This design comes from an exercise in tuning for small area, a short achievable clock period and few clock cycles per item on the open sky130 flow, not from production work. The RTL was checked by simulation tests, not by an equivalence proof against the original design.

==> inputs of job 6739 <==
// mmt_top
module mmt_top (
	input  logic clk,
	input  logic rst_n,
	input  logic in_valid,
	input  logic in_valid2,
	input  mmt_pkg::elem_t matrix,
	input  mmt_pkg::mat_idx_t matrix_idx,
	input  mmt_pkg::mode_t mode,
	output logic out_valid,
	output mmt_pkg::acc_t out_value
);
	localparam int rw = 28;    
	localparam int p1 = 1;     
	localparam int p2 = 1;     
	logic wr_en;
	logic [5:0] wr_addr;
	mmt_pkg::elem_t wr_data;
	mmt_pkg::mode_t mode_r;
	logic [1:0] idx_ac;
	logic [1:0] idx_b;
	logic q_second;
	mmt_pkg::mat_t mat_ac;
	mmt_pkg::mat_t mat_b;
	matrix_loader u_loader (
		.clk(clk),
		.rst_n(rst_n),
		.in_valid(in_valid),
		.in_valid2(in_valid2),
		.matrix(matrix),
		.matrix_idx(matrix_idx),
		.mode(mode),
		.wr_en(wr_en),
		.wr_addr(wr_addr),
		.wr_data(wr_data),
		.mode_r(mode_r),
		.idx_ac(idx_ac),
		.idx_b(idx_b),
		.q_second(q_second)
	);
	matrix_store u_store (
		.clk(clk),
		.wr_en(wr_en),
		.wr_addr(wr_addr),
		.wr_data(wr_data),
		.sel_ac(idx_ac),
		.sel_b(q_second ? matrix_idx[1:0] : idx_b),
		.mat_ac(mat_ac),
		.mat_b(mat_b)
	);
	localparam int n_ph = 5 + p1 + p2;
	logic [n_ph:1] ph;
	logic busy;
	logic keep;
	logic last;
	assign last = ph[n_ph];
	always_ff @(posedge clk or negedge rst_n) begin
		if (!rst_n) begin
			ph <= '0;
			busy <= 1'b0;
			keep <= 1'b0;
		end else begin
			ph <= {ph[n_ph-1:1], q_second};
			busy <= q_second || (busy && !last);
			keep <= ph[1 + p1 + p2] || ph[2 + p1 + p2] || ph[3 + p1 + p2];
		end
	end
	function automatic logic [127:0] transpose(input logic [127:0] m);
		for (int r = 0; r < 4; r++) begin
			for (int c = 0; c < 4; c++) begin
				transpose[8*(4*c+r) +: 8] = m[8*(4*r+c) +: 8];
			end
		end
	endfunction
	mmt_pkg::mat_t mat_ac_t;
	mmt_pkg::mat_t a_work;
	mmt_pkg::mat_t m_op;
	logic [31:0] y_next;
	logic [31:0] y_op;
	assign mat_ac_t = (busy ? (mode_r != 2'd3) : (mode_r == 2'd1)) ? transpose(mat_ac) : mat_ac;
	always_ff @(posedge clk) begin
  ...
==> flow/config.mk <==
export PLATFORM = sky130hd
export DESIGN_NAME = mmt_top
export DESIGN_NICKNAME = mmt_top
export VERILOG_FILES = /design/flow/design.v
export SDC_FILE = /design/flow/constraint.sdc
export NUM_CORES = 4
export LEC_CHECK = 0
export CAP_MARGIN = 20
export CORE_MARGIN = 2
export CORE_UTILIZATION = 40
export SETUP_SLACK_MARGIN = 4.3
export SLEW_MARGIN = 20
==> flow/constraint.sdc <==
create_clock -name core_clock -period 8.0 [get_ports {clk}]
set_input_delay 1.6000 -clock core_clock [delete_from_list [all_inputs] [get_ports {clk}]]
set_output_delay 1.6000 -clock core_clock [all_outputs]
set_load 0.01 [all_outputs]
standard.sh (not shown) runs the stock make flow with config.mk's settings and CLKGATE_MAP_FILE= SYNTH_SCRIPT=/design/flow/synth_recipe.tcl, a recipe that flattens the netlist after the stock synthesis.
==> flow/flow/run.sh <==
#!/bin/bash
# Layout flow: the standard flow (standard.sh, ORFS to finish) with one
# change to synthesis: Yosys's synth runs with -noabc, which skips its quick
# ABC pass before full-adder extraction (that pass leaves an inverter between
# most of the adder cells). Registers and everything after synthesis are as
# in the standard flow. Tool output goes to flow_make.log here and to ORFS's
# own logs under orfs/logs.
set -euo pipefail
sed '1s/yosys synth -nofsm -noshare/yosys synth -nofsm -noshare -noabc/' synth_recipe.tcl > flow_synth.tcl
grep -q -- '-noabc' flow_synth.tcl
sed "s#SYNTH_SCRIPT=[^ ]*#SYNTH_SCRIPT=$PWD/flow_synth.tcl#" standard.sh > flow_standard.sh
grep -q "SYNTH_SCRIPT=$PWD/flow_synth.tcl" flow_standard.sh
bash flow_standard.sh > flow_make.log 2>&1
==> job 9079 (differences from job 6739) <==
--- a/flow/config.mk
+++ b/flow/config.mk
@@ -8,5 +8,5 @@
 export CAP_MARGIN = 20
 export CORE_MARGIN = 2
 export CORE_UTILIZATION = 40
-export SETUP_SLACK_MARGIN = 4.3
+export SETUP_SLACK_MARGIN = 4.7
 export SLEW_MARGIN = 20
==> summary of the runs <==
Against job 9079, the worst hold slack of job 6739 is lower by 0.042 ns. In job 6739 the first-iteration DRC count is larger than in job 9079, by 1.8%. Synthesized cell count is the same in job 9079 and job 6739. Of job 9079 and job 6739, job 9079 has the higher setup slack (gap 0.29 ns).
==> figures <==
Outcome: job 6739 timing/DRC/antenna clean; job 9079 timing/DRC/antenna clean
Setup crit end: job 6739 g_s1[1].u_dot.t_pipe[13]; job 9079 u_s2.t_pipe[42]
Period utilization: job 6739 46.0%; job 9079 42.4%
Critical Path Slowest Stage Cell: job 6739 sky130_fd_sc_hd__fa_1; job 9079 sky130_fd_sc_hd__fa_2
Clock latency of the later-clocked register in the worst-skew pair: job 6739 0.82 ns; job 9079 0.81 ns
Crit-path max FO: job 6739 37; job 9079 4
R2R Path Start: job 6739 a_work[15]; job 9079 y_enc[22]
Slowest cell delay on critical path: job 6739 0.83 ns; job 9079 0.58 ns
End-of-flow core utilization: job 6739 44.0%; job 9079 46.2%
Testbench counts of job 6739, summed over its fixed seeds: cycles 5,196, queries 576.
Testbench counts of job 9079, summed over its fixed seeds: cycles 5,196, queries 576.

## what the ideal ports hide
The flow's constraints put no driver on any port. The routed layouts listed below were extracted and timed again, unchanged, in two steps. Step 1, drivers: a clkbuf_16 drives clk and a buf_2 each remaining input, both assumed. Step 2 times the ports against the registers' clock, not the clock port: input delays grow and output delays shrink by t, the midpoint of the rising clock arrivals with the driver on. a / b / c = ideal ports / drivers / drivers and shift; a / b = the first two.
run | shift t [ns] | setup WS [ns] | hold WS [ns]
job 6739 | 0.875 | 4.320 / 4.318 / 3.715 | 0.305 / 0.305 / 0.305
job 9079 | 0.853 | 4.606 / 4.606 / 4.094 | 0.347 / 0.347 / 0.347
After both steps setup and hold are still met in every run listed. For job 6739, which loses most, drivers alone change the setup slack by -0.002 ns; drivers and shift together by -0.605 ns.
